Background: an optimization exercise with open tools, aiming at small area, a short achievable clock period and few clock cycles. Do not read the settings as production practice. At most, simulation tests tie the RTL to the original design; equivalence was not proved. Only the layout flow was run in runs 4 to 6; the RTL was not checked for function there. Power is estimated from default activity; no workload was simulated.

### config.mk
export PLATFORM = sky130hd
export DESIGN_NAME = c_subset_lexer
export DESIGN_NICKNAME = c_subset_lexer
export VERILOG_FILES = /design/flow/design.v
export SDC_FILE = /design/flow/constraint.sdc
export NUM_CORES = 4
export LEC_CHECK = 0
export CAP_MARGIN = 20
export CORE_MARGIN = 4
export CORE_UTILIZATION = 65
export SETUP_SLACK_MARGIN = 4.0
export SLEW_MARGIN = 20
export TNS_END_PERCENT = 5
### constraint.sdc
create_clock -name core_clock -period 6.5 [get_ports {clk}]
set_input_delay 1.3000 -clock core_clock [delete_from_list [all_inputs] [get_ports {clk}]]
set_output_delay 1.3000 -clock core_clock [all_outputs]
set_load 0.01 [all_outputs]
### design.v
module c_subset_lexer (
    input  logic        clk,
    input  logic        rst_n,
    input  logic        char_valid,
    output logic        char_stall,
    input  logic [7:0]  char_code,
    output logic        token_valid,
    input  logic        token_stall,
    output logic [4:0]  token_kind,
    output logic [23:0] token_start,
    output logic [15:0] token_length,
    output logic [23:0] line_number,
    output logic [30:0] token_value,
    output logic        last_of_run
);
    localparam logic [4:0] K_EOF = 5'd0, K_ERROR = 5'd1, K_IDENT = 5'd2, K_NUMBER = 5'd3,
                           K_LPAREN = 5'd4, K_RPAREN = 5'd5, K_LBRACE = 5'd6, K_RBRACE = 5'd7,
                           K_SEMI = 5'd8, K_COMMA = 5'd9, K_PLUS = 5'd10, K_MINUS = 5'd11,
                           K_STAR = 5'd12, K_SLASH = 5'd13, K_BANG = 5'd14, K_NE = 5'd15,
                           K_ASSIGN = 5'd16, K_EQ = 5'd17, K_LT = 5'd18, K_LE = 5'd19,
                           K_GT = 5'd20, K_GE = 5'd21;
    localparam logic [4:0] W_NONE = 5'd0, W_I = 5'd1, W_IN = 5'd2, W_E = 5'd3, W_EL = 5'd4,
                           W_ELS = 5'd5, W_W = 5'd6, W_WH = 5'd7, W_WHI = 5'd8, W_WHIL = 5'd9,
                           W_R = 5'd10, W_RE = 5'd11, W_RET = 5'd12, W_RETU = 5'd13,
                           W_RETUR = 5'd14, W_IF = 5'd22, W_ELSE = 5'd23, W_INT = 5'd24,
                           W_WHILE = 5'd25, W_RETURN = 5'd26;
    localparam logic [30:0] VALUE_LIMIT = 31'h7FFF_FFFF;
    function automatic logic is_letter(input logic [7:0] c);
        is_letter = ((c >= "A") && (c <= "Z")) || ((c >= "a") && (c <= "z"));
    endfunction
    function automatic logic is_digit(input logic [7:0] c);
        is_digit = (c >= "0") && (c <= "9");
    endfunction
    function automatic logic [4:0] imm_kind(input logic [7:0] c);
        case (c)
            8'h00:   imm_kind = K_EOF;
            "(":     imm_kind = K_LPAREN;
            ")":     imm_kind = K_RPAREN;
            "{":     imm_kind = K_LBRACE;
            "}":     imm_kind = K_RBRACE;
            ";":     imm_kind = K_SEMI;
            ",":     imm_kind = K_COMMA;
            "+":     imm_kind = K_PLUS;
            "-":     imm_kind = K_MINUS;
            "*":     imm_kind = K_STAR;
            default: imm_kind = K_ERROR;
        endcase
    endfunction
    function automatic logic [4:0] kw_init(input logic [7:0] c);
        case (c)
            "i":     kw_init = W_I;
            "e":     kw_init = W_E;
            "w":     kw_init = W_W;
            "r":     kw_init = W_R;
            default: kw_init = W_NONE;
        endcase
    endfunction
    function automatic logic [4:0] kw_step(input logic [4:0] s, input logic [7:0] c);
        kw_step = W_NONE;
        case (s)
            W_I:     if (c == "f") kw_step = W_IF; else if (c == "n") kw_step = W_IN;
            W_IN:    if (c == "t") kw_step = W_INT;
            W_E:     if (c == "l") kw_step = W_EL;
            W_EL:    if (c == "s") kw_step = W_ELS;
            W_ELS:   if (c == "e") kw_step = W_ELSE;
            W_W:     if (c == "h") kw_step = W_WH;
            W_WH:    if (c == "i") kw_step = W_WHI;
            W_WHI:   if (c == "l") kw_step = W_WHIL;
            W_WHIL:  if (c == "e") kw_step = W_WHILE;
            W_R:     if (c == "e") kw_step = W_RE;
            W_RE:    if (c == "t") kw_step = W_RET;
            W_RET:   if (c == "u") kw_step = W_RETU;
            W_RETU:  if (c == "r") kw_step = W_RETUR;
            W_RETUR: if (c == "n") kw_step = W_RETURN;
            default: kw_step = W_NONE;
        endcase
    endfunction
    localparam int CF_W = 9;
    localparam int CF_WC = 0, CF_DG = 1, CF_US = 2, CF_NUL = 3, CF_NL = 4, CF_SL = 5,
                   CF_EQ = 6, CF_OP = 7, CF_IM = 8;
    function automatic logic [CF_W-1:0] classify(input logic [7:0] c);
        logic ltr, dg, us, nl, ws, sl, eq, op;
        ltr = is_letter(c);
        dg  = is_digit(c);
        us  = (c == "_");
        nl  = (c == 8'h0A);
        ws  = (c == " ") || (c == 8'h09) || (c == 8'h0D);
        sl  = (c == "/");
        eq  = (c == "=");
        op  = (c == "!") || eq || (c == "<") || (c == ">");
        classify = '0;
        classify[CF_WC]  = ltr || dg || us;
        classify[CF_DG]  = dg;
        classify[CF_US]  = us;
        classify[CF_NUL] = (c == 8'h00);
        classify[CF_NL]  = nl;
        classify[CF_SL]  = sl;
        classify[CF_EQ]  = eq;
        classify[CF_OP]  = op;
        classify[CF_IM]  = !(ltr || dg || us || nl || ws || sl || op);
    endfunction
    logic        va, vb;           
    logic [7:0]  ca, cb;           
    logic [CF_W-1:0] cf;           
    logic        m_word, m_num, m_numx, m_slash, m_comm, m_op;
    logic [1:0]  op;               
    logic [4:0]  kw;               
    logic        eof_pend;         
    logic        nl_pend;          
    logic [23:0] pos_last;         
    logic [23:0] line_last;        
    logic [15:0] len;              
    logic [30:0] acc;              
    logic        hs_pend;          
    logic        hv;               
    logic [4:0]  hkind;
    logic        hlast;
    logic        hvm;              
    logic [23:0] hs;               
    logic        sv;               
    logic [7:0]  sb;               
    logic        seof;             
    logic        sblk;             
    logic c_letter, c_digit, c_us, c_nul, c_nl, c_slash, c_eq, c_opch, c_imm, c_wc;
    assign c_wc     = cf[CF_WC];
    assign c_digit  = cf[CF_DG];
    assign c_us     = cf[CF_US];
    assign c_letter = c_wc && !c_digit && !c_us;
    assign c_nul    = cf[CF_NUL];
    assign c_nl     = cf[CF_NL];
    assign c_slash  = cf[CF_SL];
    assign c_eq     = cf[CF_EQ];
    assign c_opch   = cf[CF_OP];
    assign c_imm    = cf[CF_IM];
    logic pop, accept, fire, adv, split, m_idle, m_numa;
    assign m_idle     = !(m_word || m_num || m_numx || m_slash || m_comm || m_op);
    assign m_numa     = m_num || m_numx;
    assign split      = m_numa && c_us;
    assign pop        = hv && !token_stall;
    assign fire       = va && !(sv && sblk) && !(hv && token_stall);
    assign adv        = va && !(sv && sblk) && !split && !(hv && token_stall);
    assign char_stall = vb;
    assign accept     = char_valid && !vb;
    logic word_cont, num_cont, num_acc;
    logic len_small;
    assign len_small = (len[15:3] == 13'd0);
    logic pend_word, pend_num, pend_slash, pend_tok, pend_pos, pend_two;
    logic run_idle, st_word, st_num, imm_tok;
    logic [4:0] pend_kind;
    assign word_cont  = m_word && c_wc;
    assign num_cont   = m_numa && c_wc && !c_us;
    assign num_acc    = m_num && c_digit;
    assign pend_word  = m_word && !c_wc;
    assign pend_num   = m_numa && !(c_wc && !c_us);
    assign pend_slash = m_slash && !c_slash;
    assign pend_pos   = pend_slash || m_op;
    assign pend_two   = m_op && c_eq;
    assign pend_tok   = pend_word || pend_num || pend_pos;
    assign run_idle   = m_idle || pend_word || (pend_num && !c_us) || pend_slash ||
                        (m_op && !c_eq) || (m_comm && (c_nul || c_nl));
    assign st_word    = run_idle && c_wc && !c_digit;
    assign st_num     = run_idle && c_digit;
    assign imm_tok    = run_idle && c_imm;
    always_comb
    begin
        if (m_word) begin
            pend_kind = K_IDENT;
            if (len_small) begin
                if (kw[0] && (len[2:0] == 3'd2)) pend_kind = W_IF;
                if (kw[1] && (len[2:0] == 3'd3)) pend_kind = W_INT;
                if (kw[2] && (len[2:0] == 3'd4)) pend_kind = W_ELSE;
                if (kw[3] && (len[2:0] == 3'd5)) pend_kind = W_WHILE;
                if (kw[4] && (len[2:0] == 3'd6)) pend_kind = W_RETURN;
            end
        end
        else if (m_numa) pend_kind = K_NUMBER;
        else if (m_slash) pend_kind = K_SLASH;
        else begin
            case (op)
                2'd0:    pend_kind = c_eq ? K_NE : K_BANG;
                2'd1:    pend_kind = c_eq ? K_EQ : K_ASSIGN;
                2'd2:    pend_kind = c_eq ? K_LE : K_LT;
                default: pend_kind = c_eq ? K_GE : K_GT;
            endcase
        end
    end
    logic [23:0] pos_cur, line_cur;
    assign pos_cur  = eof_pend ? 24'd0 : pos_last + 24'd1;
    assign line_cur = eof_pend ? 24'd1 :
                      (nl_pend && (line_last != 24'hFF_FFFF)) ? line_last + 24'd1 : line_last;
    logic [30:0] acc_step;
    logic        acc_sat;
    assign acc_sat  = (acc > 31'd214748364) || ((acc == 31'd214748364) && (ca[3:0] > 4'd7));
    logic [2:0]  acc_lo;
    logic [27:0] acc_hi;
    logic        acc_ci;
    assign acc_lo   = {1'b0, ca[2:1]} + {1'b0, acc[1:0]};
    assign acc_hi   = acc[27:0] + acc[29:2] + {27'd0, acc_ci};
    assign acc_step = {acc_hi, acc_lo[1:0], ca[0]} | {31{acc_sat}};
    logic xfer;         
    logic to_head;      
    logic to_spare;     
    logic imm_head;     
    logic [7:0] kb;     
    assign xfer     = sv && pop;
    assign to_head  = fire && !sv && (pend_tok || imm_tok);
    assign imm_head = fire && !sv && !pend_tok && imm_tok;
    assign to_spare = fire && imm_tok && (sv || pend_tok);
    assign kb       = sv ? sb : ca;
    always_ff @(posedge clk or negedge rst_n)
    begin
        if (!rst_n) begin
            va       <= 1'b0;
            vb       <= 1'b0;
            m_word   <= 1'b0;
            m_num    <= 1'b0;
            m_numx   <= 1'b0;
            m_slash  <= 1'b0;
            m_comm   <= 1'b0;
            m_op     <= 1'b0;
            eof_pend <= 1'b1;
            nl_pend  <= 1'b0;
            hs_pend  <= 1'b0;
            hv       <= 1'b0;
            sv       <= 1'b0;
        end
        else begin
            va <= adv ? (vb || accept) : (va || accept);
            vb <= !adv && (vb || (va && accept));
            if (fire) begin
                m_word  <= word_cont || st_word;
                m_num   <= (m_num && c_digit) || st_num;
                m_numx  <= num_cont && (m_numx || c_letter);
                m_slash <= run_idle && c_slash;
                m_comm  <= (m_slash && c_slash) || (m_comm && !(c_nul || c_nl));
                m_op    <= run_idle && c_opch;
            end
            if (adv) begin
                eof_pend <= c_nul;
                nl_pend  <= c_nl;
            end
            if (fire && (st_word || st_num) && (sv || pend_tok)) begin
                hs_pend <= 1'b1;
            end
            else if (!(hv && token_stall)) begin
                hs_pend <= 1'b0;
            end
            if (xfer || to_head) begin
                hv <= 1'b1;
            end
            else if (pop) begin
                hv <= 1'b0;
            end
            if (to_spare) begin
                sv <= 1'b1;
            end
            else if (xfer) begin
                sv <= 1'b0;
            end
        end
    end
    logic [7:0] ca_n;
    logic [1:0] acc_n;
    assign ca_n = (adv || !va) ? (vb ? cb : char_code) : ca;
    always_comb
    begin
        if (fire && st_num)       acc_n = ca[1:0];
        else if (fire && num_acc) acc_n = {acc_lo[0], ca[0]} | {2{acc_sat}};
        else if (imm_head)        acc_n = ca[1:0];
        else if (xfer)            acc_n = sb[1:0];
        else                      acc_n = acc[1:0];
    end
    always_ff @(posedge clk)
    begin
        acc_ci <= ca_n[3] || (ca_n[2] && acc_n[1]) || ((ca_n[2] || acc_n[1]) && ca_n[1] && acc_n[0]);
        if (adv || !va) begin
            ca <= vb ? cb : char_code;
            cf <= vb ? classify(cb) : classify(char_code);
        end
        if (!vb) begin
            cb <= char_code;
        end
        if (adv) begin
            pos_last  <= pos_cur;
            line_last <= line_cur;
        end
        if (fire && run_idle && c_opch) begin
            op <= !ca[4] ? 2'd0 : c_eq ? 2'd1 : ca[1] ? 2'd3 : 2'd2;
        end
        if (fire && st_word) begin
            kw <= {ca == "r", ca == "w", ca == "e", ca == "i", ca == "i"};
        end
        else if (fire && word_cont) begin
            kw[0] <= kw[0] && len_small && (len[2:0] == 3'd1) && (ca == "f");
            kw[1] <= kw[1] && len_small && (((len[2:0] == 3'd1) && (ca == "n")) || ((len[2:0] == 3'd2) && (ca == "t")));
            kw[2] <= kw[2] && len_small && (((len[2:0] == 3'd1) && (ca == "l")) || ((len[2:0] == 3'd2) && (ca == "s")) ||
                                            ((len[2:0] == 3'd3) && (ca == "e")));
            kw[3] <= kw[3] && len_small && (((len[2:0] == 3'd1) && (ca == "h")) || ((len[2:0] == 3'd2) && (ca == "i")) ||
                                            ((len[2:0] == 3'd3) && (ca == "l")) || ((len[2:0] == 3'd4) && (ca == "e")));
            kw[4] <= kw[4] && len_small && (((len[2:0] == 3'd1) && (ca == "e")) || ((len[2:0] == 3'd2) && (ca == "t")) ||
                                            ((len[2:0] == 3'd3) && (ca == "u")) || ((len[2:0] == 3'd4) && (ca == "r")) ||
                                            ((len[2:0] == 3'd5) && (ca == "n")));
        end
        if (fire && (word_cont || num_cont)) begin
            len <= (len == 16'hFFFF) ? len : len + 16'd1;
        end
        else if (fire && (st_word || st_num || pend_slash || (m_op && !c_eq))) begin
            len <= 16'd1;
        end
        else if (fire && pend_two) begin
            len <= 16'd2;
        end
        else if (imm_head) begin
            len <= {15'd0, !c_nul};
        end
        else if (xfer) begin
            len <= {15'd0, !seof};
        end
        if (fire && st_num) begin
            acc <= {27'd0, ca[3:0]};
        end
        else if (fire && num_acc) begin
            acc <= acc_step;
        end
        else if (imm_head) begin
            acc <= {23'd0, ca};
        end
        else if (xfer) begin
            acc <= {23'd0, sb};
        end
        if (xfer || to_head) begin
            hkind <= (to_head && pend_tok) ? pend_kind : imm_kind(kb);
            hlast <= !to_spare || xfer;
            hvm   <= (to_head && pend_tok) ? m_numa : (imm_kind(kb) == K_ERROR);
        end
        if (xfer || (to_head && pend_pos) || (hs_pend && !(hv && token_stall))) begin
            hs <= pos_last;
        end
        else if (imm_head || (fire && (st_word || st_num))) begin
            hs <= pos_cur;
        end
        if (to_spare) begin
            sb   <= ca;
            seof <= c_nul;
            sblk <= c_nul || (imm_kind(ca) == K_ERROR);
        end
    end
    assign token_valid  = hv;
    assign token_kind   = hkind;
    assign token_start  = hs;
    assign token_length = len;
    assign line_number  = line_last;
    assign token_value  = hvm ? acc : 31'd0;
    assign last_of_run  = hlast;
endmodule
### flow/run.sh
#!/bin/bash
# Layout flow: the standard synthesis unchanged, then the standard ORFS layout with
# plain buffers (not delay cells) on the ports and for timing repair, and a clock
# tree without dummy loads.
set -euo pipefail
bash standard.sh synth > synth.log 2>&1
export BUFFER_PORTS_ARGS="-buffer_cell sky130_fd_sc_hd__buf_1"
export DONT_USE_CELLS="sky130_fd_sc_hd__clkdlybuf4s15_1 sky130_fd_sc_hd__clkdlybuf4s15_2 sky130_fd_sc_hd__clkdlybuf4s18_1 sky130_fd_sc_hd__clkdlybuf4s18_2 sky130_fd_sc_hd__clkdlybuf4s25_1 sky130_fd_sc_hd__clkdlybuf4s25_2 sky130_fd_sc_hd__clkdlybuf4s50_1 sky130_fd_sc_hd__clkdlybuf4s50_2 sky130_fd_sc_hd__dlygate4sd1_1 sky130_fd_sc_hd__dlygate4sd2_1 sky130_fd_sc_hd__dlygate4sd3_1 sky130_fd_sc_hd__dlymetal6s2s_1 sky130_fd_sc_hd__dlymetal6s4s_1 sky130_fd_sc_hd__dlymetal6s6s_1"
export CTS_ARGS="-sink_clustering_enable -repair_clock_nets -dont_use_dummy_load -sink_clustering_size 24 -sink_clustering_max_diameter 80 -buf_list {sky130_fd_sc_hd__clkbuf_8}"
bash standard.sh > layout.log 2>&1
### standard.sh
#!/bin/bash
# synth_recipe.tcl (not shown) runs the flow's synth.tcl, then flattens the netlist and writes it again
# the make line also repeats each setting of config.mk as NAME=value (left out here)
make -C /OpenROAD-flow-scripts/flow DESIGN_CONFIG=/design/flow/config.mk WORK_HOME=/design/flow/orfs CLKGATE_MAP_FILE= SYNTH_SCRIPT=/design/flow/synth_recipe.tcl "${@:-finish}"
==> results of run 1 <==
-- flip-flops by register name (all words and copies together) (netlist names), 2 cells and up --
register and cells:
acc 31, ca 8, cb 8, cf 9, hkind 5, hs 24
kw 5, len 16, line_last 24, op 2, pos_last 24, sb 8
-- cells by family (layout without fill, tap and decap cells) --
logic type / after synthesis / after routing / synth area share (%)
buffers and inverters: 72 / 197 / 2.61
flip-flops: 182 / 182 / 45.7
XOR/XNOR: 76 / 76 / 6.07
adder cells (fa/ha/maj): 37 / 37 / 4.36
multiplexers: 33 / 33 / 3.28
AO/OA/AOI/OAI: 267 / 267 / 15.6
AND/OR/NAND/NOR: 500 / 500 / 22.4
-- worst paths after layout --
path,to,slack (ns),depth (start not counted)
max,len[8],3.64,11
max reg2reg,acc[26],3.68,11
min,acc[9],0.49,2
min reg2reg,acc[9],0.49,2
max in group asynchronous,vb,5.03,1
min in group asynchronous,m_comm,0.91,1
-- per-layer routing --
layer / vias to the layer above / global-route usage, % / wire length (µm)
met4: 0 / 7.46 / 434
met5: - / 0 / 0
met2: 381 / 45.6 / 12800
li1: 4520 / - / -
met1: 4465 / 37.4 / 11400
met3: 42 / 5.19 / 1880
-- final cells by class --
type / instances / share of cell area, %
Multi-Input combinational cell: 913 / 48.1
Sequential cell: 182 / 40.6
Tap cell: 220 / 2.23
Clock buffer: 17 / 1.90
Timing Repair Buffer: 151 / 6.18
Inverter: 29 / 0.912
-- stage by stage --
step / area [µm²] / instances / setup WS [ns] / hold WS (ns) / power, mW
3_3_place_gp: 11600 / 1463 / 2.61 / 0.481 / 5.15
5_1_grt: 12300 / 1512 / 3.58 / 0.514 / 6.59
6_report: 12300 / 1512 / 3.64 / 0.493 / 6.14
2_1_floorplan: 11000 / 1167 / 3.24 / 0.424 / 4.44
4_1_cts: 12100 / 1497 / 3.70 / 0.497 / 5.95
3_5_place_dp: 11600 / 1464 / 2.50 / 0.489 / 5.23
-- worst max-delay path, cell delays in order --
cell and delay [ns]:
buf_12 0.11, nand2_8 0.06, nand2_8 0.05, a21oi_4 0.25, and2_4 0.22, nand3b_1 0.10
and2_4 0.17, o211ai_1 0.16, nor2_2 0.11, a41oi_4 0.29, clkbuf_16 0.22
-- cells in the final DEF, fill, tap and decap left out, drive strengths merged, types with 11 or more instances in the layout --
master | synthesis | routed
a21o | 26 | 26
a21oi | 69 | 69
a31oi | 13 | 13
and2 | 40 | 40
and3 | 21 | 21
buf | 10 | 150
clkbuf | 33 | 18
dfrtp | 12 | 12
dfxtp | 39 | 39
edfxtp | 130 | 130
ha | 35 | 35
inv | 29 | 28
mux2 | 24 | 24
nand2 | 139 | 139
nand2b | 15 | 15
nand3 | 50 | 50
nand4 | 22 | 22
nor2 | 117 | 117
nor2b | 13 | 13
nor3 | 26 | 26
nor4 | 11 | 11
o21ai | 73 | 73
o31ai | 14 | 14
or3 | 13 | 13
xnor2 | 32 | 32
xor2 | 44 | 44
-- repair_timing --
action | CTS | global route
pin swaps | 12 | 6
setup buffers | 16 | 14
setup endpoints to repair | 208 | 199
resized for setup | 28 | 36
gates cloned | 0 | 1
-- where the power goes --
| group | leakage [nW] | switching, mW | total, mW | internal [mW] |
|---|---|---|---|---|
| Combinational | 2.81 | 1.72 | 2.91 | 1.18 |
| Sequential | 1.73 | 0.630 | 2.65 | 2.02 |
| Clock | 0.122 | 0.353 | 0.585 | 0.232 |
| Total | 4.66 | 2.71 | 6.14 | 3.43 |
==> summary.md, run 1 <==
| Metric | Value |
|---|---|
| CTS tree | `built` |
| CP required | `approximately 6.7 ns` |
| Leak pwr | `about 4.7 nW` |
| Hold Buf Count CTS | `0` |
| Root Driver | `clkbuf_8` |
| P per Cell Area | `498 mW/mm²` |
| Maxcap violations | `0` |
| Clock Pin Slew Worst Setup and Hold Paths | `0.09 ns` |
| Synth Register Bits | `182` |
| Die span in y | `between 100 and 150 µm` |
| Worst-Margin Slew | `around 0.91 ns` |
| Synthesized area | `roughly 0.011 mm²` |
| Vias in the first global route | `between 8000 and 9000` |
| Cells after Synth | `around 1200` |
| Count of warnings emitted by yosys | `1` |
| Mapped Nets | `1216` |
| Worst Setup Path Type | `in -> reg` |
| Min-delay src | `acc[9]` |
| DR pass1 iterations | `6` |
| Synth cell count leaders | `nand2_1, edfxtp_1, nor2_1` |
| Clock latency (worst-skew pair) | `roughly 0.46 ns` |
| Setup Skew | `~0.035 ns` |
| Final GP Congestion | `0.950` |
| Setup TNS | `0 ns` |
| Arr. time, crit path | `between 3 and 4 ns` |
| Synth Flop Type | `edfxtp_1` |
| Synth cell types | `81` |
| Standard-cell row count | `47` |
| Die ar. | `around 0.019 mm²` |
| Most frequent cell after synthesis | `nand2_1` |
| Htree depth | `4` |
| Via count | `about 9400` |
| Violation count after the first detailed-route iteration | `827` |
| Fmax | `about 350 MHz` |
| Hold Vio Cnt, Final | `0` |
| ANT nets after route | `0` |
| Sequential-to-total area share from yosys stat | `45.7%` |
| Share of layout cells above drive strength 1 | `between 10% and 20%` |
| First-pass GRT wire length | `41900 µm` |
| Filler instances | `~1200` |
| Clock Path Buffers | `2` |
| Tot GR Track Use | `27.5%` |
| CTS sink count | `between 150 and 200` |
| Slew headroom | `between 30% and 40%` |
| GR Overflow Total | `0` |
| # port buffers | `between 100 and 150` |
| Critical Path Start | `token_stall` |
| Dpl hpwl | `~18000 µm` |
| Status | `finished clean` |
| Initial antenna violation count | `0` |
| EDFF count, synth | `130` |
| Fin crit period | `around 2.9 ns` |
| Final Net Count | `1343` |
| Post-layout util | `roughly 74%` |
| Hold crit path type | `reg -> reg` |
| Mean number of vias per cell | `about 6.2` |
| Routed WL | `26500 µm` |
| Starting Density | `66.2%` |
| Tcrit/Tclk final | `44.0%` |
| Die Width | `approximately 140 µm` |
| FF-to-FF Start | `acc[5]` |
| Type of origin of the critical path | `primary input` |
| Final Max Slew Viols | `0` |
| RSZ-0062 raised after global routing | `true` |
| Cts bufs inserted | `17` |
| CP max FO | `8` |
| Setup Viol. Count Final | `0` |
| Ant. Diodes | `0` |
| Syn Area/Cell | `between 9 and 10 µm²` |
| Worst IR Drop VDD | `~0.00029 V` |
| Async set-reset flop share out of synthesis | `about 7%` |
| Synth top area cells | `edfxtp_1, dfxtp_1, nand2_1` |
| Wire per inst | `between 15 and 20 µm` |
| Post-synth top area share | `around 36%` |
| Area of the multi-input gates | `~0.006 mm²` |
| Largest net degree at the start of global routing | `64` |
| FF+latch area | `approximately 0.005 mm²` |
| Area of the core | `around 0.017 mm²` |
| Area Growth Syn to Fin | `12.5%` |
| Num ports | `between 100 and 150` |
| DRC viols | `0` |
| Yosys top cell by area | `edfxtp_1` |
| CP Capture Type | `flop` |
Testbench counts, summed over its fixed seeds: cycles 24,152.
==> run 2, diff against run 1 <==
--- a/config.mk
+++ b/config.mk
@@ -8,5 +8,5 @@
 export CAP_MARGIN = 20
 export CORE_MARGIN = 4
-export CORE_UTILIZATION = 65
+export CORE_UTILIZATION = 40
 export SETUP_SLACK_MARGIN = 4.0
 export SLEW_MARGIN = 20
==> run 2 against run 1 <==
Effect of this change:
- first-iteration DRC count shrank 12%
- wire length rose by 5.0%
- flip-flop and latch count did not move
- clock skew up 0.0082 ns
- critical path depth up 2
- sequential share of layout area shrank 0.37 points
- non-clock buffer count rose by 5
- fmax down 1.2%
- die area up 58%
- count of clock-buffer cells in the layout did not move
- total power increased by 0.22%
- register-to-register slack worse by 0.07 ns
- critical path type is now reg -> reg
- highest routed layer unchanged
==> summary.md, run 2 <==
| Metric | Value |
|---|---|
| Mapped Nets | `1216 (unchanged)` |
| Initial antenna violation count | `0 (unchanged)` |
| Via count | `9156 (-2.7%)` |
| Final Max Slew Viols | `0 (unchanged)` |
| Ant. Diodes | `0 (unchanged)` |
| Tcrit/Tclk final | `44.5% (+0.53 points)` |
| Final Net Count | `1348 (+0.37%)` |
| Type of origin of the critical path | `flop` |
| Setup TNS | `0 ns (unchanged)` |
| Synth Flop Type | `edfxtp_1` |
| EDFF count, synth | `130 (unchanged)` |
| Yosys top cell by area | `edfxtp_1` |
| Syn Area/Cell | `9.40 µm² (unchanged)` |
| Finished Layout Cells | `1638 (+8.3%)` |
| Min-delay src | `acc[10]` |
| Max reg flops | `31 (unchanged)` |
| CP max FO | `3 (-5)` |
| Synth cell count leaders | `nand2_1, edfxtp_1, nor2_1` |
| Count of warnings emitted by yosys | `1 (unchanged)` |
| Largest register by flop count | `acc` |
| Critical Path Start | `acc[2]` |
| First-pass GRT wire length | `45000 µm (+7.3%)` |
| Share of layout cells above drive strength 1 | `10.7% (-0.51 points)` |
| Async set-reset flop share out of synthesis | `7.14% (unchanged)` |
| DR pass1 iterations | `5 (-1)` |
| P per Cell Area | `494 mW/mm² (-0.64%)` |
| Cts bufs inserted | `17 (unchanged)` |
| Maxcap violations | `0 (unchanged)` |
| Synth top area cells | `edfxtp_1, dfxtp_1, nand2_1` |
| Fin crit period | `2.89 ns (+0.0347 ns)` |
| Routed WL | `27800 µm (+5.0%)` |
| Min Hold Slack | `0.513 ns (+0.0194 ns)` |
| Htree depth | `4 (unchanged)` |
| Dpl hpwl | `19900 µm (+9.7%)` |
| CP required | `6.83 ns (+0.15 ns)` |
| Arr. time, crit path | `3.22 ns (+0.18 ns)` |
| Worst Setup Path Type | `reg -> reg` |
| Slew headroom | `36.0% (-3.2 points)` |
| Tot GR Track Use | `18.0% (-9.5 points)` |
| Tot Pwr | `6.16 mW (+0.22%)` |
| Post-layout util | `46.2% (-28 points)` |
| Cells after Synth | `1167 (unchanged)` |
| Standard-cell row count | `60 (+28%)` |
| Violation count after the first detailed-route iteration | `730 (-12%)` |
| Die ar. | `0.0301 mm² (+58%)` |
| GR Overflow Total | `0 (unchanged)` |
| Filler instances | `2569 (+110%)` |
| Post-synth top area share | `35.6% (unchanged)` |
| Worst-Margin Slew | `0.960 ns (+0.0480 ns)` |
| Mean number of vias per cell | `5.59 (-10%)` |
| Root Driver | `clkbuf_8` |
| Clock Pin Slew Worst Setup and Hold Paths | `0.07 ns (-0.02 ns)` |
| Leak pwr | `4.68 nW (+0.38%)` |
| Placed insts | `1585 (+8.3%)` |
| CTS tree | `built` |
| ANT nets after route | `0 (unchanged)` |
| Die Width | `174 µm (+26%)` |
| Hold Vio Cnt, Final | `0 (unchanged)` |
| Synth Register Bits | `182 (unchanged)` |
| Status | `finished clean` |
| Clock latency (worst-skew pair) | `0.48 ns (+0.02 ns)` |
| DRC viols | `0 (unchanged)` |
| Most common library cell in the layout ignoring fill and taps | `nand2_1` |
| Area of the core | `0.0270 mm² (+63%)` |
| CTS sink count | `182 (unchanged)` |
| # port buffers | `114 (unchanged)` |
| Setup Viol. Count Final | `0 (unchanged)` |
| Synth cell types | `81 (unchanged)` |
| Die span in y | `174 µm (+26%)` |
| Num ports | `115 (unchanged)` |
| Hold Buf Count CTS | `0 (unchanged)` |
| FF-to-FF Start | `acc[2]` |
| Synthesized area | `0.0110 mm² (unchanged)` |
| Starting Density | `40.7% (-25 points)` |
| Setup Skew | `0.0432 ns (+0.00824 ns)` |
| Largest net degree at the start of global routing | `49 (-23%)` |
| Most frequent cell after synthesis | `nand2_1` |
| RSZ-0062 raised after global routing | `true` |
| Fmax | `346 MHz (-1.2%)` |
| Worst IR Drop VDD | `0.000256 V (-11%)` |
| Hold crit path type | `reg -> reg` |
| Most frequent cells in the layout | `nand2_1, edfxtp_1, nor2_1, buf_1, a21oi_1` |
| Vias in the first global route | `8591 (+0.57%)` |
| CP Capture Type | `flop` |
| Wire per inst | `17.0 µm (-3.1%)` |
| Area Growth Syn to Fin | `13.4%` |
| Final GP Congestion | `0.894 (-5.9%)` |
| Sequential-to-total area share from yosys stat | `45.7% (unchanged)` |
| Clock Path Buffers | `2 (unchanged)` |
## run 2: cell families after synthesis
family | Yosys count | synth area share, %
adder cells (fa/ha/maj) | 37 | 4.36
AO/OA/AOI/OAI | 267 | 15.6
multiplexers | 33 | 3.28
XOR/XNOR | 76 | 6.07
AND/OR/NAND/NOR | 500 | 22.4
buffers and inverters | 72 | 2.61
flip-flops | 182 | 45.7
## run 2: layout make-up
| type | instances | area [µm²] | share of cell area [%] |
|---|---|---|---|
| tap | 341 | 427 | 3.43 |
| inverter | 29 | 113 | 0.905 |
| sequential | 182 | 5010 | 40.3 |
| multi-input combinational | 913 | 5870 | 47.2 |
| timing repair buffer | 156 | 790 | 6.34 |
| clock buffer | 17 | 234 | 1.88 |
## run 2: path summary, 6_finish.rpt
path | endpoint | slack [ns] | cells after the start
max | acc[29] | 3.61 | 13
max reg2reg | acc[29] | 3.61 | 13
min reg2reg | acc[10] | 0.51 | 2
min in group asynchronous | hv | 0.91 | 1
max in group asynchronous | m_comm | 5.06 | 1
min | acc[10] | 0.51 | 2
## run 2: critical path, stage by stage (launching register included)
cell and delay (ns):
edfxtp_1 0.42, inv_2 0.08, fa_2 0.21, inv_2 0.04, fa_2 0.36, a21o_1 0.21, a211o_1 0.36, nand3_4 0.12
nor2_4 0.04, o21bai_1 0.18, a311oi_2 0.17, a221oi_2 0.29, xor2_1 0.19, o21ai_1 0.09
## run 2: repair_timing
action,in CTS,in global routing
pin swaps,13,17
endpoints found under the setup margin,212,209
gates cloned,0,1
buffers inserted,17,18
resized for setup,24,21
## run 2: per-layer routing
metal	share of wire [%]	global-route usage (%)	vias to the layer above
met5	0	0	-
met4	1.5	4.85	0
met3	4.5	3.36	28
met2	47	29.3	218
met1	47	24.8	4364
li1	-	-	4546
## run 2: per-stage QoR
stage | instance area, µm² | setup slack, ns
2_1_floorplan | 11000 | 3.24
3_3_place_gp | 11800 | 2.50
3_5_place_dp | 11800 | 2.45
4_1_cts | 12200 | 3.67
5_1_grt | 12400 | 3.51
6_report | 12400 | 3.61
## run 2: where the power goes
part / internal, mW / leakage, nW / switching (mW) / total [mW]
sequential: 2.02 / 1.73 / 0.638 / 2.66
combinational: 1.18 / 2.83 / 1.72 / 2.90
clock: 0.232 / 0.122 / 0.362 / 0.594
total: 3.43 / 4.68 / 2.72 / 6.16
==> run 3, diff against run 2 <==
--- a/config.mk
+++ b/config.mk
@@ -8,5 +8,5 @@
 export CAP_MARGIN = 20
 export CORE_MARGIN = 4
-export CORE_UTILIZATION = 40
+export CORE_UTILIZATION = 55
 export SETUP_SLACK_MARGIN = 4.0
 export SLEW_MARGIN = 20
==> run 3 against run 2 <==
Effect of this change:
- still clean on timing, DRC and antenna
- design area is 0.53% lower
- register-to-register slack better by 0.07 ns
- worst setup slack better by 0.071 ns
- critical path depth stayed put
- die area is 26% lower
- sequential power hardly changed
- clock skew is 0.0085 ns lower
- sequential share of layout area is 0.30 points higher
- first-iteration DRC count is 17% lower
==> summary.md, run 3 <==
| Metric | Value |
|---|---|
| Clock Pin Slew Worst Setup and Hold Paths | `0.08 ns (about the same)` |
| Worst Setup Path Type | `reg -> reg` |
| Fin crit period | `2.82 ns (-0.0710 ns)` |
| Hold Buf Count CTS | `0 (unchanged)` |
| RSZ-0062 raised after global routing | `true` |
| Routed WL | `26500 µm (-4.9%)` |
| Count of warnings emitted by yosys | `1 (unchanged)` |
| Syn Area/Cell | `9.40 µm² (unchanged)` |
| Slew headroom | `36.7% (+0.71 points)` |
| Worst-Margin Slew | `0.950 ns (-0.0106 ns)` |
| Violation count after the first detailed-route iteration | `604 (-17%)` |
| Clock latency (worst-skew pair) | `0.47 ns (about the same)` |
| Setup Skew | `0.0346 ns (-0.00852 ns)` |
| Status | `finished clean` |
| Max reg flops | `31 (unchanged)` |
| P per Cell Area | `490 mW/mm² (-0.98%)` |
| Setup TNS | `0 ns (unchanged)` |
| Tot Pwr | `6.06 mW (-1.5%)` |
| Design area | `0.0124 mm² (-0.53%)` |
| Clock Path Buffers | `2 (unchanged)` |
| Dpl ws | `2.51 ns (+0.0531 ns)` |
| Ant. Diodes | `0 (unchanged)` |
| Area Growth Syn to Fin | `12.8%` |
| CTS tree | `built` |
| Clock power frac | `9.7% (about the same)` |
| Largest net degree at the start of global routing | `64 (+31%)` |
| Worst IR Drop VDD | `0.000247 V (-3.3%)` |
| Htree depth | `4 (unchanged)` |
| # port buffers | `114 (unchanged)` |
| ANT nets after route | `0 (unchanged)` |
| Wire per inst | `17.0 µm (+0.33%)` |
| Die Width | `149 µm (-14%)` |
| Initial antenna violation count | `0 (unchanged)` |
| Post-synth top area share | `35.6% (unchanged)` |
| Die ar. | `0.0223 mm² (-26%)` |
| Crit path setup slack, layout | `3.68 ns (+0.0710 ns)` |
| Setup Viol. Count Final | `0 (unchanged)` |
| Fmax | `354 MHz (+2.5%)` |
| Tot GR Track Use | `23.7% (+5.7 points)` |
| Starting Density | `56.2% (+15 points)` |
| CTS sink count | `182 (unchanged)` |
| Synth Flop Type | `edfxtp_1` |
| Hold crit path type | `reg -> reg` |
| Final GP Congestion | `0.898 (+0.40%)` |
| Yosys top cell by area | `edfxtp_1` |
| Cells after Synth | `1167 (unchanged)` |
| Die span in y | `149 µm (-14%)` |
| Dpl hpwl | `18400 µm (-7.4%)` |
| CP required | `6.85 ns (+0.02 ns)` |
| GR Overflow Total | `0 (unchanged)` |
| Most frequent cells in the layout | `nand2_1, edfxtp_1, buf_1, nor2_1, a21oi_1` |
| Root Driver | `clkbuf_8` |
| Mean number of vias per cell | `5.87 (+5.0%)` |
| Type of origin of the critical path | `flop` |
| Area post-placement | `0.0117 mm² (-0.83%)` |
| Arr. time, crit path | `3.18 ns (-0.04 ns)` |
| Cts bufs inserted | `17 (unchanged)` |
| Leak pwr | `4.64 nW (-0.86%)` |
| Synth cell types | `81 (unchanged)` |
| Synth top area cells | `edfxtp_1, dfxtp_1, nand2_1` |
| Mapped Nets | `1216 (unchanged)` |
| Worst setup path end | `acc[23]` |
| R2r setup slk | `3.68 ns (+0.07 ns)` |
| Final Max Slew Viols | `0 (unchanged)` |
| DR pass1 iterations | `5 (unchanged)` |
| Switching share of power | `44.3% (about the same)` |
| Most frequent cell after synthesis | `nand2_1` |
| Largest register by flop count | `acc` |
| Filler instances | `1711 (-33%)` |
| RR Endpoint | `acc[23]` |
| Standard-cell row count | `51 (-15%)` |
| Most common library cell in the layout ignoring fill and taps | `nand2_1` |
| Psw | `2.68 mW (-1.4%)` |
| CP max FO | `3 (unchanged)` |
| Async set-reset flop share out of synthesis | `7.14% (unchanged)` |
| Logic pwr share | `46.7% (-0.5 points)` |
| Via count | `9115 (-0.45%)` |
| EDFF count, synth | `130 (unchanged)` |
| CP Capture Type | `flop` |
| Num ports | `115 (unchanged)` |
| Internal Power | `3.38 mW (-1.6%)` |
| Maxcap violations | `0 (unchanged)` |
| Seq pwr share | `43.6% (+0.4 points)` |
| Tcrit/Tclk final | `43.4% (-1.1 points)` |
| Critical Path Start | `acc[2]` |
| Synthesized area | `0.0110 mm² (unchanged)` |
| Sequential-to-total area share from yosys stat | `45.7% (unchanged)` |
| DRC viols | `0 (unchanged)` |
| Hold Vio Cnt, Final | `0 (unchanged)` |
| First-pass GRT wire length | `42900 µm (-4.7%)` |
| Synth cell count leaders | `nand2_1, edfxtp_1, nor2_1` |
| Worst r2r path cells | `13 (unchanged)` |
| Post-layout util | `63.4% (+17 points)` |
| Area of the core | `0.0195 mm² (-28%)` |
| Share of layout cells above drive strength 1 | `11.6% (+0.93 points)` |
| Synth Register Bits | `182 (unchanged)` |
| Vias in the first global route | `8423 (-2.0%)` |
| Final Net Count | `1339 (-0.67%)` |
| FF-to-FF Start | `acc[2]` |
run 3: cell types whose count changed in the layout (fill, tap and decap cells not counted), moves of 2 or more:
cell	change
ha_1	-5
dfrtp_2	+2
buf_4	-13
xnor2_1	-2
buf_6	+6
dfxtp_1	-4
dfrtp_1	-2
ha_2	+5
dfxtp_2	+3
xnor2_2	+2
run 3: per-layer routing:
layer | track usage, % | wire length [µm] | up-vias
li1 | - | - | 4511
met1 | 33.8 | 12300 | 4300
met2 | 37.9 | 12400 | 273
met3 | 3.92 | 1500 | 31
met4 | 6.00 | 303 | 0
met5 | 0 | 0 | -
run 3: cells by family (layout without fill, tap and decap cells):
family	Yosys count	count (layout)	synth area share, %
compound gates	267	267	15.6
xor+xnor	76	76	6.07
fa+ha+maj	37	37	4.36
buf+inv	72	193	2.61
flops	182	182	45.7
mux	33	33	3.28
simple gates	500	500	22.4
run 3: area by class of cell:
type	count	area [µm²]	share of cell area, %
Multi-Input combinational cell	913	5970	48.2
Sequential cell	182	5020	40.6
Timing Repair Buffer	147	714	5.77
Tap cell	265	332	2.68
Clock buffer	17	234	1.89
Inverter	29	113	0.909
run 3: metrics by stage:
step	instances	hold slack (ns)
floorplan	1167	0.424
global placement	1508	0.493
detailed placement	1508	0.492
CTS	1541	0.501
global route	1553	0.505
finish	1553	0.482
run 3: worst max-delay path: stages (launching register included):
cell and delay [ns]:
edfxtp_1 0.43, inv_2 0.08, fa_2 0.21, inv_2 0.04, fa_2 0.35, a21o_1 0.18
a211o_1 0.31, nand3_4 0.12, buf_6 0.11, o311ai_4 0.10, a21boi_2 0.22, mux2i_1 0.24
a21oi_1 0.09, a211o_1 0.23
run 3: power groups by stage:
stage	combinational, mW	clock, mW	sequential, mW
floorplan	1.93	0	2.51
global placement	2.52	0	2.67
detailed placement	2.55	0	2.68
CTS	2.74	0.604	2.62
global route	3.16	0.647	2.72
finish	2.83	0.589	2.64
run 3: what timing repair did:
item | 4_1_cts | 5_1_grt
pin swaps | 10 | 10
setup buffers | 16 | 12
endpoints found under the setup margin | 214 | 185
gates resized for setup | 29 | 47
run 3: worst min path at each step:
stage / startpoint / to / slack [ns] / cells after the start
floorplan: ca[0] / sb[0] / 0.42 / 0
finish: acc[9] / acc[9] / 0.48 / 2
CTS: acc[28] / acc[28] / 0.50 / 2
global placement: acc[28] / acc[28] / 0.49 / 2
detailed placement: acc[28] / acc[28] / 0.49 / 2
global route: acc[9] / acc[9] / 0.51 / 2
==> run 4, diff against run 3 <==
--- a/design.v
+++ b/design.v
@@ -196,5 +196,28 @@
     logic        acc_ci;
     assign acc_lo   = {1'b0, ca[2:1]} + {1'b0, acc[1:0]};
-    assign acc_hi   = acc[27:0] + acc[29:2] + {27'd0, acc_ci};
+    logic [27:0] ks_p, ks_g;
+    logic [27:0] ks_gg [0:5];
+    logic [27:0] ks_pp [0:5];
+    assign ks_p  = acc[27:0] ^ acc[29:2];
+    assign ks_g  = acc[27:0] & acc[29:2];
+    always_comb
+    begin
+        ks_gg[0]    = ks_g;
+        ks_pp[0]    = ks_p;
+        ks_gg[0][0] = ks_g[0] | (ks_p[0] & acc_ci);
+        for (int l = 0; l < 5; l++) begin
+            for (int i = 0; i < 28; i++) begin
+                if (i >= (1 << l)) begin
+                    ks_gg[l+1][i] = ks_gg[l][i] | (ks_pp[l][i] & ks_gg[l][i - (1 << l)]);
+                    ks_pp[l+1][i] = ks_pp[l][i] & ks_pp[l][i - (1 << l)];
+                end
+                else begin
+                    ks_gg[l+1][i] = ks_gg[l][i];
+                    ks_pp[l+1][i] = ks_pp[l][i];
+                end
+            end
+        end
+    end
+    assign acc_hi = ks_p ^ {ks_gg[5][26:0], acc_ci};
     assign acc_step = {acc_hi, acc_lo[1:0], ca[0]} | {31{acc_sat}};
     logic xfer;         
--- a/config.mk
+++ b/config.mk
@@ -8,5 +8,5 @@
 export CAP_MARGIN = 20
 export CORE_MARGIN = 4
-export CORE_UTILIZATION = 55
+export CORE_UTILIZATION = 40
 export SETUP_SLACK_MARGIN = 4.0
 export SLEW_MARGIN = 20
==> run 4 against run 3 <==
Effect of this change:
- sequential share of layout area fell by 0.96 points
- flip-flop and latch count did not move
- synthesized area rose by 1.3%
- global-route usage fell by 5.7 points
- design area rose by 2.2%
- largest cell class unchanged
==> summary.md, run 4 <==
| Metric | Value |
|---|---|
| Synthesized area | `0.0111 mm² (+1.3%)` |
| Standard-cell row count | `60 (+18%)` |
| Die span in y | `175 µm (+17%)` |
| Most frequent cell after synthesis | `edfxtp_1` |
| Largest register by flop count | `acc` |
| Tcrit/Tclk final | `43.2% (-0.24 points)` |
| Clock Pin Slew Worst Setup and Hold Paths | `0.08 ns (about the same)` |
| Area post-placement | `0.0119 mm² (+1.9%)` |
| Routed WL | `28500 µm (+7.8%)` |
| RSZ-0062 raised after global routing | `true` |
| CP required | `6.84 ns (about the same)` |
| Setup Viol. Count Final | `0 (unchanged)` |
| CTS sink count | `182 (unchanged)` |
| Share of layout cells above drive strength 1 | `12.8% (+1.1 points)` |
| Hold crit path type | `reg -> reg` |
| Tot Pwr | `6.30 mW (+4.0%)` |
| Synth Register Bits | `182 (unchanged)` |
| Area of the core | `0.0272 mm² (+39%)` |
| Final Net Count | `1357 (+1.3%)` |
| Syn Area/Cell | `9.41 µm² (about the same)` |
| Design area | `0.0127 mm² (+2.2%)` |
| Sequential-to-total area share from yosys stat | `45.1% (-0.60 points)` |
| Synth cell count leaders | `edfxtp_1, nand2_1, nor2_1` |
| CP peak stage delay | `0.39 ns (-0.04 ns)` |
| Cts bufs inserted | `17 (unchanged)` |
| Critical Path Start | `token_stall` |
| Starting Density | `40.9% (-15 points)` |
| Grt met1 use | `25.9% (-7.9 points)` |
| Seq pwr share | `42.4% (-1.2 points)` |
| Cells after Synth | `1182 (+1.3%)` |
| Synth top area cells | `edfxtp_1, dfxtp_1, nand2_1` |
| CTS tree | `built` |
| FF-to-FF Start | `m_word` |
| Die Width | `175 µm (+17%)` |
| Setup TNS | `0 ns (unchanged)` |
| R2r setup slk | `3.72 ns (+0.04 ns)` |
| Most common library cell in the layout ignoring fill and taps | `edfxtp_1` |
| Clock Path Buffers | `2 (unchanged)` |
| CP Capture Type | `flop` |
| Async set-reset flop share out of synthesis | `7.14% (unchanged)` |
| Root Driver | `clkbuf_8` |
| Final GP Congestion | `0.918 (+2.3%)` |
| Synth Flop Type | `edfxtp_1` |
| Clock latency (worst-skew pair) | `0.49 ns (+0.02 ns)` |
| Clock power frac | `9.4% (-0.3 points)` |
| Most frequent cells in the layout | `edfxtp_1, nand2_1, buf_1, nor2_1, o21ai_0` |
| Post-synth top area share | `35.1% (-0.46 points)` |
| Count of warnings emitted by yosys | `3 (+2)` |
| Dpl hpwl | `20200 µm (+9.8%)` |
| Met2 Track Usage GR | `27.8% (-10 points)` |
| Via count | `9363 (+2.7%)` |
| ANT nets after route | `0 (unchanged)` |
| First-pass GRT wire length | `45300 µm (+5.7%)` |
| Final Max Slew Viols | `0 (unchanged)` |
| Area Growth Syn to Fin | `13.8%` |
| Synth cell types | `84 (+3.7%)` |
| Setup Skew | `0.0579 ns (+0.0233 ns)` |
| Largest net degree at the start of global routing | `57 (-11%)` |
| Worst IR Drop VDD | `0.000199 V (-19%)` |
| P per Cell Area | `498 mW/mm² (+1.7%)` |
| Die ar. | `0.0305 mm² (+37%)` |
| Arr. time, crit path | `3.15 ns (-0.03 ns)` |
| # port buffers | `114 (unchanged)` |
| Worst Setup Path Type | `in -> reg` |
| Mean number of vias per cell | `5.58 (-4.9%)` |
| Mapped Nets | `1231 (+1.2%)` |
| Yosys top cell by area | `edfxtp_1` |
| Hold Vio Cnt, Final | `0 (unchanged)` |
| Violation count after the first detailed-route iteration | `771 (+28%)` |
| Worst-Margin Slew | `1.03 ns (+0.0782 ns)` |
| Max reg flops | `31 (unchanged)` |
| Most used routing layer | `met2` |
| Fmax | `356 MHz (+0.56%)` |
| Crit path cell chain | `buf_2 -> nand2_4 -> and3_4 -> nand2_1 -> nand2_4 -> mux2_2 -> o31ai_1 -> a21oi_1 -> a21oi_1 -> o21bai_1` |
| Switching share of power | `44.4% (+0.13 points)` |
| Initial antenna violation count | `0 (unchanged)` |
| Maxcap violations | `0 (unchanged)` |
| Fin crit period | `2.81 ns (-0.0157 ns)` |
| Status | `finished clean` |
| DRC viols | `0 (unchanged)` |
| RR Endpoint | `len[9]` |
| Tot GR Track Use | `18.0% (-5.7 points)` |
| Slew headroom | `31.5% (-5.2 points)` |
| DR pass1 iterations | `5 (unchanged)` |
| Vias in the first global route | `8588 (+2.0%)` |
| Hold path depth | `2 (unchanged)` |
| Num ports | `115 (unchanged)` |
| Hold Buf Count CTS | `0 (unchanged)` |
| Worst path slowest cell | `mux2_2` |
| Type of origin of the critical path | `primary input` |
| EDFF count, synth | `130 (unchanged)` |
| Hold Path Sink | `nl_pend` |
| Logic pwr share | `48.2% (+1.5 points)` |
| Htree depth | `4 (unchanged)` |
| Psw | `2.80 mW (+4.3%)` |
| Worst r2r path cells | `8 (-5)` |
| Min-delay src | `nl_pend` |
| GR Overflow Total | `0 (unchanged)` |
| Ant. Diodes | `0 (unchanged)` |
| CP max FO | `18 (+15)` |
| GR Util met3 | `3.63% (-0.28 points)` |
| Leak pwr | `4.70 nW (+1.4%)` |
| Wire per inst | `17.0 µm (-0.21%)` |
| Internal Power | `3.51 mW (+3.7%)` |
run 4: changes by cell type after synthesis, moves of 6 or more:
cell      change
a21o_1        -8
a21oi_1      +12
and3_1       +10
clkbuf_1     +10
mux2_2        +8
nand2_1      -20
o21ai_0      +18
xnor2_1       +6
xor2_1       -11
run 4: worst max-delay path, delay by kind of cell:
kind / cells / cell delay (ns)
AND/OR/NAND/NOR: 4 / 0.92
multiplexers: 1 / 0.39
AO/OA/AOI/OAI: 4 / 0.39
buffers and inverters: 1 / 0.14
run 4: cells by family after synthesis:
logic type,synth area share (%)
AOI/OAI and AO/OA,16.0
xor gates and xnor gates,5.59
adders and majority gates,4.30
buffers and inverters,3.20
DFF,45.1
muxes,3.78
and+or+nand+nor,22.1
run 4: power groups by stage:
stage / Sequential [mW] / Clock, mW / Combinational, mW
after floorplan: 2.50 / 0 / 2.05
after global placement: 2.72 / 0 / 2.66
after detailed placement: 2.72 / 0 / 2.67
after CTS: 2.67 / 0.608 / 2.89
after global routing: 2.75 / 0.650 / 3.35
final: 2.67 / 0.591 / 3.04
run 4: per-stage QoR:
step	util, %	hold slack (ns)	setup slack (ns)	instances
4_1_cts	45.6	0.487	3.68	1655
3_5_place_dp	43.7	0.466	2.32	1623
2_1_floorplan	-	0.424	3.07	1182
3_3_place_gp	43.7	0.461	2.42	1623
6_report	46.6	0.485	3.69	1678
5_1_grt	46.6	0.512	3.59	1678
run 4: how the worst max path moves through the flow:
stage	to	slack [ns]
after floorplan	hs[0]	3.07
after global placement	len[13]	2.42
after detailed placement	len[15]	2.32
after CTS	acc[30]	3.68
after global routing	acc[29]	3.59
final	acc_ci	3.69
run 4: cell type report:
type / instances / area (µm²)
inverter: 34 / 135
multi-input combinational: 913 / 6000
timing repair buffer: 160 / 802
tap: 372 / 465
clock buffer: 17 / 234
fill: 2657 / 14500
sequential: 182 / 5010
run 4: what timing repair did:
item,in CTS,in global routing
pin swaps,13,23
setup endpoints to repair,213,218
gates resized for setup,39,31
buffers inserted,15,23
run 4: per-layer routing:
layer  routed length, µm  share of wire (%)
met3                1560                5.5
met1               13700                 48
met2               12900                 45
met4                 402                1.4
met5                   0                  0
==> run 5, diff against run 4 <==
--- a/flow/run.sh
+++ b/flow/run.sh
@@ -7,4 +7,4 @@
 export BUFFER_PORTS_ARGS="-buffer_cell sky130_fd_sc_hd__buf_1"
 export DONT_USE_CELLS="sky130_fd_sc_hd__clkdlybuf4s15_1 sky130_fd_sc_hd__clkdlybuf4s15_2 sky130_fd_sc_hd__clkdlybuf4s18_1 sky130_fd_sc_hd__clkdlybuf4s18_2 sky130_fd_sc_hd__clkdlybuf4s25_1 sky130_fd_sc_hd__clkdlybuf4s25_2 sky130_fd_sc_hd__clkdlybuf4s50_1 sky130_fd_sc_hd__clkdlybuf4s50_2 sky130_fd_sc_hd__dlygate4sd1_1 sky130_fd_sc_hd__dlygate4sd2_1 sky130_fd_sc_hd__dlygate4sd3_1 sky130_fd_sc_hd__dlymetal6s2s_1 sky130_fd_sc_hd__dlymetal6s4s_1 sky130_fd_sc_hd__dlymetal6s6s_1"
-export CTS_ARGS="-sink_clustering_enable -repair_clock_nets -dont_use_dummy_load -sink_clustering_size 24 -sink_clustering_max_diameter 80 -buf_list {sky130_fd_sc_hd__clkbuf_8}"
+export CTS_ARGS="-sink_clustering_enable -repair_clock_nets -dont_use_dummy_load -sink_clustering_size 12 -sink_clustering_max_diameter 60 -buf_list {sky130_fd_sc_hd__clkbuf_8}"
 bash standard.sh > layout.log 2>&1
==> run 5 against run 4 <==
Effect of this change:
- hold slack unchanged
- synthesized area stayed put
- global-route usage stayed put
- largest cell class unchanged
- design area stayed put
- via count unchanged
- register-to-register slack hardly changed
- highest routed layer unchanged
- still clean on timing, DRC and antenna
- sequential power is essentially flat
==> summary.md, run 5 <==
| Metric | Value |
|---|---|
| Violation count after the first detailed-route iteration | `771 (unchanged)` |
| Post-synthesis mux area share | `3.78% (unchanged)` |
| CP required | `6.84 ns (about the same)` |
| Starting Density | `40.9% (unchanged)` |
| Max reg flops | `31 (unchanged)` |
| Largest family of logic cells by synthesized area | `simple AND/OR/NAND/NOR gates` |
| FF-to-FF Start | `m_word` |
| ANT nets after route | `0 (unchanged)` |
| Synth Area in Compound Gates | `16.0% (unchanged)` |
| Wire per inst | `17.0 µm (unchanged)` |
| Setup TNS | `0 ns (unchanged)` |
| RR Endpoint | `len[9]` |
| Hold Buf Count CTS | `0 (unchanged)` |
| Simple-gate portion of the synthesized area | `22.1% (unchanged)` |
| Hold Vio Cnt, Final | `0 (unchanged)` |
| Yosys top cell by area | `edfxtp_1` |
| Most common library cell in the layout ignoring fill and taps | `edfxtp_1` |
| Largest net degree at the start of global routing | `57 (unchanged)` |
| GR Overflow Total | `0 (unchanged)` |
| Share of layout cells above drive strength 1 | `12.8% (unchanged)` |
| Slew headroom | `31.5% (unchanged)` |
| Synth Area in Adders | `4.30% (unchanged)` |
| Async set-reset flop share out of synthesis | `7.14% (unchanged)` |
| Critical Path Start | `token_stall` |
| Dpl ws | `2.32 ns (unchanged)` |
| EDFF count, synth | `130 (unchanged)` |
| Syn Area/Cell | `9.41 µm² (unchanged)` |
| Crit-path leading delay family | `simple AND/OR/NAND/NOR gates` |
| Fin crit period | `2.81 ns (unchanged)` |
| Synth Flop Type | `edfxtp_1` |
| Crit path setup slack, layout | `3.69 ns (unchanged)` |
| CTS sink count | `182 (unchanged)` |
| Via count | `9363 (unchanged)` |
| Vias in the first global route | `8588 (unchanged)` |
| Clock Path Buffers | `2 (unchanged)` |
| Stages on worst setup path | `10 (unchanged)` |
| Largest register by flop count | `acc` |
| Standard-cell row count | `60 (unchanged)` |
| Hold path depth | `2 (unchanged)` |
| CP Capture Type | `flop` |
| CTS tree | `built` |
| Worst path slowest cell | `mux2_2` |
| CP max FO | `18 (unchanged)` |
| Die span in y | `175 µm (unchanged)` |
| Clock Pin Slew Worst Setup and Hold Paths | `0.08 ns (about the same)` |
| Synthesized area | `0.0111 mm² (unchanged)` |
| Mean number of vias per cell | `5.58 (unchanged)` |
| Die ar. | `0.0305 mm² (unchanged)` |
| R2r setup slk | `3.72 ns (about the same)` |
| Routed WL | `28500 µm (unchanged)` |
| Area of the core | `0.0272 mm² (unchanged)` |
| Area Growth Syn to Fin | `13.8% (unchanged)` |
| RSZ-0062 raised after global routing | `true` |
| Count of warnings emitted by yosys | `3 (unchanged)` |
| DRC viols | `0 (unchanged)` |
| Synth cell count leaders | `edfxtp_1, nand2_1, nor2_1` |
| Htree depth | `4 (unchanged)` |
| Setup Viol. Count Final | `0 (unchanged)` |
| Die Width | `175 µm (unchanged)` |
| Sequential-to-total area share from yosys stat | `45.1% (unchanged)` |
| # port buffers | `114 (unchanged)` |
| Arr. time, crit path | `3.15 ns (about the same)` |
| Final Net Count | `1357 (unchanged)` |
| Worst IR Drop VDD | `0.000199 V (unchanged)` |
| Status | `finished clean` |
| Tcrit/Tclk final | `43.2% (unchanged)` |
| First-pass GRT wire length | `45300 µm (unchanged)` |
| Cts bufs inserted | `17 (unchanged)` |
| Fmax | `356 MHz (unchanged)` |
| Setup Skew | `0.0579 ns (unchanged)` |
| Tot GR Track Use | `18.0% (unchanged)` |
| Worst setup path end | `acc_ci` |
| Root Driver | `clkbuf_8` |
| Filler instances | `2657 (unchanged)` |
| Mapped Nets | `1231 (unchanged)` |
| Leak pwr | `4.70 nW (unchanged)` |
| CP peak stage delay | `0.39 ns (about the same)` |
| Hold crit path type | `reg -> reg` |
| Final GP Congestion | `0.918 (unchanged)` |
| Dpl hpwl | `20200 µm (unchanged)` |
| Initial antenna violation count | `0 (unchanged)` |
| Type of origin of the critical path | `primary input` |
| P per Cell Area | `498 mW/mm² (unchanged)` |
| Worst-Margin Slew | `1.03 ns (unchanged)` |
| Num ports | `115 (unchanged)` |
| Worst Setup Path Type | `in -> reg` |
| Final Max Slew Viols | `0 (unchanged)` |
| Crit path cell chain | `buf_2 -> nand2_4 -> and3_4 -> nand2_1 -> nand2_4 -> mux2_2 -> o31ai_1 -> a21oi_1 -> a21oi_1 -> o21bai_1` |
| Bufs and invs on worst path | `1 (unchanged)` |
| Most frequent cells in the layout | `edfxtp_1, nand2_1, buf_1, nor2_1, o21ai_0` |
| Most frequent cell after synthesis | `edfxtp_1` |
| Synth top area cells | `edfxtp_1, dfxtp_1, nand2_1` |
| DR pass1 iterations | `5 (unchanged)` |
| Maxcap violations | `0 (unchanged)` |
| Synth Register Bits | `182 (unchanged)` |
| Cells after Synth | `1182 (unchanged)` |
| Worst r2r path cells | `8 (unchanged)` |
| Clock latency (worst-skew pair) | `0.49 ns (about the same)` |
| Post-Synth XOR/XNOR Area | `5.59% (unchanged)` |
| Synth cell types | `84 (unchanged)` |
| Post-synth top area share | `35.1% (unchanged)` |
| Ant. Diodes | `0 (unchanged)` |
-- run 5: cell counts after synthesis --
Identical to the previous run, type by type.
-- run 5: what timing repair did --
item                                    CTS  global route
endpoints found under the setup margin  213           218
buffers inserted                         15            23
gates resized for setup                  39            31
pin swaps                                13            23
-- run 5: worst min-delay path by stage --
stage / from / endpoint
detailed placement: nl_pend / nl_pend
global route: nl_pend / nl_pend
floorplan: ca[0] / sb[0]
finish: nl_pend / nl_pend
global placement: nl_pend / nl_pend
CTS: nl_pend / nl_pend
-- run 5: cells by family after synthesis --
| kind of cell | after synthesis |
|---|---|
| AOI/OAI and AO/OA | 283 |
| xor gates and xnor gates | 71 |
| adders and majority gates | 37 |
| buffers and inverters | 87 |
| DFF | 182 |
| muxes | 38 |
| and+or+nand+nor | 484 |
-- run 5: power breakdown --
group	leakage (nW)	total [mW]	internal, mW	switching (mW)
Combinational	2.86	3.04	1.24	1.79
Sequential	1.72	2.67	2.03	0.644
Clock	0.122	0.591	0.232	0.359
Total	4.70	6.30	3.51	2.80
-- run 5: routing by layer --
layer | track usage, % | wire length, µm | up-vias
met3 | 3.63 | 1560 | 28
met1 | 25.9 | 13700 | 4500
li1 | - | - | 4566
met4 | 4.55 | 402 | 0
met2 | 27.8 | 12900 | 269
met5 | 0 | 0 | -
-- run 5: cell type report --
type,count,area (µm²),share of cell area [%]
Sequential cell,182,5010,39.6
Timing Repair Buffer,160,802,6.34
Inverter,34,135,1.07
Multi-Input combinational cell,913,6000,47.4
Tap cell,372,465,3.68
Clock buffer,17,234,1.85
-- run 5: through the flow --
stage	util (%)	power, mW	instance area, µm²	hold WS (ns)	instances
2_1_floorplan	-	4.55	11200	0.424	1182
3_3_place_gp	43.7	5.37	11900	0.461	1623
3_5_place_dp	43.7	5.39	11900	0.466	1623
4_1_cts	45.6	6.17	12400	0.487	1655
5_1_grt	46.6	6.75	12700	0.512	1678
6_report	46.6	6.30	12700	0.485	1678
-- run 5: worst min-delay path, cell delays in order, from the launching register on --
cell and delay (ns):
dfrtp_1 0.35, nand2_1 0.05, nand2_1 0.05
==> run 6, diff against run 5 <==
--- a/config.mk
+++ b/config.mk
@@ -8,5 +8,5 @@
 export CAP_MARGIN = 20
 export CORE_MARGIN = 4
-export CORE_UTILIZATION = 40
+export CORE_UTILIZATION = 55
 export SETUP_SLACK_MARGIN = 4.0
 export SLEW_MARGIN = 20
==> run 6 against run 5 <==
Effect of this change:
- still clean
- final cell count shrank 5.5%
- via count up 0.84%
- sequential share of layout area is 0.25 points lower
- total power rose by 2.8%
- global-route usage rose by 6.6 points
- clock power shrank 1%
- core utilization grew 18 points
- fmax increased by 1.5%
- critical path type is now reg -> reg
==> summary.md, run 6 <==
| Metric | Value |
|---|---|
| Worst Setup Path Type | `reg -> reg` |
| Synth top area cells | `edfxtp_1, dfxtp_1, nand2_1` |
| Tot GR Track Use | `24.6% (+6.6 points)` |
| Synthesized area | `0.0111 mm² (unchanged)` |
| Die Width | `150 µm (-14%)` |
| Post-synth top area share | `35.1% (unchanged)` |
| EDFF count, synth | `130 (unchanged)` |
| First-pass GRT wire length | `44400 µm (-1.9%)` |
| FF+latch area | `0.00501 mm² (about the same)` |
| Hold crit path type | `reg -> reg` |
| Count of warnings emitted by yosys | `3 (unchanged)` |
| Arr. time, crit path | `3.09 ns (-0.06 ns)` |
| Max reg flops | `31 (unchanged)` |
| CP max FO | `7 (-11)` |
| Die span in y | `150 µm (-14%)` |
| Final Max Slew Viols | `0 (unchanged)` |
| Num ports | `115 (unchanged)` |
| ANT nets after route | `0 (unchanged)` |
| Mean number of vias per cell | `5.95 (+6.7%)` |
| DR pass1 iterations | `5 (unchanged)` |
| Crit path setup slack, layout | `3.73 ns (+0.0417 ns)` |
| Fmax | `362 MHz (+1.5%)` |
| Most frequent cells in the layout | `edfxtp_1, nand2_1, buf_1, nor2_1, o21ai_0` |
| Sequential-to-total area share from yosys stat | `45.1% (unchanged)` |
| Yosys top cell by area | `edfxtp_1` |
| Wire per inst | `17.7 µm (+4.3%)` |
| CP Capture Type | `flop` |
| Initial antenna violation count | `0 (unchanged)` |
| Maxcap violations | `0 (unchanged)` |
| Hold Vio Cnt, Final | `0 (unchanged)` |
| Largest register by flop count | `acc` |
| Clock latency (worst-skew pair) | `0.48 ns (about the same)` |
| Syn Area/Cell | `9.41 µm² (unchanged)` |
| Largest net degree at the start of global routing | `57 (unchanged)` |
| Fin crit period | `2.77 ns (-0.0417 ns)` |
| RSZ-0062 raised after global routing | `true` |
| Clock Pin Slew Worst Setup and Hold Paths | `0.07 ns (about the same)` |
| Synth Register Bits | `182 (unchanged)` |
| Area Growth Syn to Fin | `14.5%` |
| CTS tree | `built` |
| Dpl hpwl | `19100 µm (-5.8%)` |
| R2r setup slk | `3.73 ns (about the same)` |
| Tcrit/Tclk final | `42.5% (-0.64 points)` |
| Die ar. | `0.0226 mm² (-26%)` |
| Htree depth | `4 (unchanged)` |
| Routed WL | `28100 µm (-1.4%)` |
| Synth Flop Type | `edfxtp_1` |
| # port buffers | `114 (unchanged)` |
| Via count | `9442 (+0.84%)` |
| Setup Skew | `0.0452 ns (-0.0127 ns)` |
| Leak pwr | `4.82 nW (+2.5%)` |
| Root Driver | `clkbuf_8` |
| FF-to-FF Start | `m_word` |
| P per Cell Area | `509 mW/mm² (+2.2%)` |
| Final GP Congestion | `0.940 (+2.4%)` |
| Hold Path Sink | `nl_pend` |
| DRC viols | `0 (unchanged)` |
| Area of the core | `0.0197 mm² (-28%)` |
| Setup TNS | `0 ns (unchanged)` |
| Async set-reset flop share out of synthesis | `7.14% (unchanged)` |
| Cells after Synth | `1182 (unchanged)` |
| RR Endpoint | `kw[1]` |
| Status | `finished clean` |
| Worst-Margin Slew | `1.00 ns (-0.0276 ns)` |
| Setup Viol. Count Final | `0 (unchanged)` |
| CTS sink count | `182 (unchanged)` |
| Standard-cell row count | `51 (-15%)` |
| Hold path depth | `2 (unchanged)` |
| Starting Density | `56.6% (+16 points)` |
| Min-delay src | `nl_pend` |
| Synth cell types | `84 (unchanged)` |
| Cts bufs inserted | `17 (unchanged)` |
| Filler instances | `1678 (-37%)` |
| Mapped Nets | `1231 (unchanged)` |
| Slew headroom | `32.8% (+1.3 points)` |
| Worst IR Drop VDD | `0.000294 V (+47%)` |
| GR Overflow Total | `0 (unchanged)` |
| Area of the multi-input gates | `0.00605 mm² (+0.77%)` |
| Most common library cell in the layout ignoring fill and taps | `edfxtp_1` |
| Synth cell count leaders | `edfxtp_1, nand2_1, nor2_1` |
| Type of origin of the critical path | `flop` |
| Worst r2r path cells | `9 (+1)` |
| Violation count after the first detailed-route iteration | `602 (-22%)` |
| Share of layout cells above drive strength 1 | `13.9% (+1.1 points)` |
| Ant. Diodes | `0 (unchanged)` |
| Most frequent cell after synthesis | `edfxtp_1` |
| Dpl ws | `2.34 ns (+0.0251 ns)` |
| Clock Path Buffers | `2 (unchanged)` |
| CP required | `6.83 ns (about the same)` |
| Vias in the first global route | `8503 (-0.99%)` |
| Final Net Count | `1372 (+1.1%)` |
==> run 6: worst max path at each step <==
| stage | start | end | depth (start not counted) |
|---|---|---|---|
| after floorplan | token_stall | hs[0] | 8 |
| after global placement | token_stall | len[7] | 8 |
| after detailed placement | token_stall | len[6] | 8 |
| after CTS | acc[0] | acc[29] | 13 |
| after global routing | acc[0] | acc[27] | 14 |
| final | m_word | kw[1] | 9 |
==> run 6: cells by family (layout without fill, tap and decap cells) <==
| kind of cell | count (synthesis) | in the layout | share of synthesized area (%) |
|---|---|---|---|
| DFF | 182 | 182 | 45.1 |
| AOI/OAI and AO/OA | 283 | 284 | 16.0 |
| buffers and inverters | 87 | 225 | 3.20 |
| muxes | 38 | 38 | 3.78 |
| xor gates and xnor gates | 71 | 71 | 5.59 |
| adders and majority gates | 37 | 37 | 4.30 |
| and+or+nand+nor | 484 | 484 | 22.1 |
==> run 6: cell type report <==
type | instances | area share [%]
inverters | 34 | 1.16
repair buffers | 174 | 7.53
multi-input cells | 914 | 47.5
clock buffers | 17 | 1.84
flip-flops and latches | 182 | 39.4
well taps | 265 | 2.60
==> run 6: repair_timing <==
action / 4_1_cts / 5_1_grt
setup endpoints to repair: 212 / 214
pin swaps: 14 / 26
gates resized for setup: 41 / 37
hold buffers: 0 / 0
setup buffers: 25 / 25
cloned: 1 / 2
==> run 6: per-stage QoR <==
stage	total power, mW	area, µm²	hold slack, ns	instances	util [%]
after floorplan	4.55	11200	0.424	1182	-
after global placement	5.32	11800	0.461	1516	59.8
after detailed placement	5.37	11800	0.472	1516	59.8
after CTS	6.21	12400	0.487	1559	62.9
after global routing	6.94	12700	0.509	1586	64.8
final	6.48	12700	0.490	1586	64.8
==> run 6: metal layers <==
metal | vias to the layer above | global-route usage, % | share of wire [%]
li1 | 4611 | - | -
met4 | 0 | 5.76 | 1.1
met5 | - | 0 | 0
met2 | 332 | 38.3 | 46
met1 | 4468 | 35.9 | 46
met3 | 31 | 4.33 | 7.4
==> run 6: critical path, stage by stage, from the launching register on <==
cell and delay, ns:
dfrtp_2 0.42, or3_4 0.39, or4_4 0.44, a31oi_4 0.28, buf_6 0.15, nand3b_1 0.11, buf_4 0.19, buf_4 0.15
nor4_1 0.35, a31o_2 0.16
==> run 6: power by group <==
part	switching [mW]	internal, mW
registers	0.608	2.03
logic	1.89	1.37
clock network	0.353	0.232

Re-timed with assumed drivers on the ports (clkbuf_16 on the clock, buf_2 on other inputs), run 6 has 3.735 ns of setup slack against 3.735 ns with ideal ports, and 3.261 ns once port delays also move by the mid clock arrival of 0.499 ns.
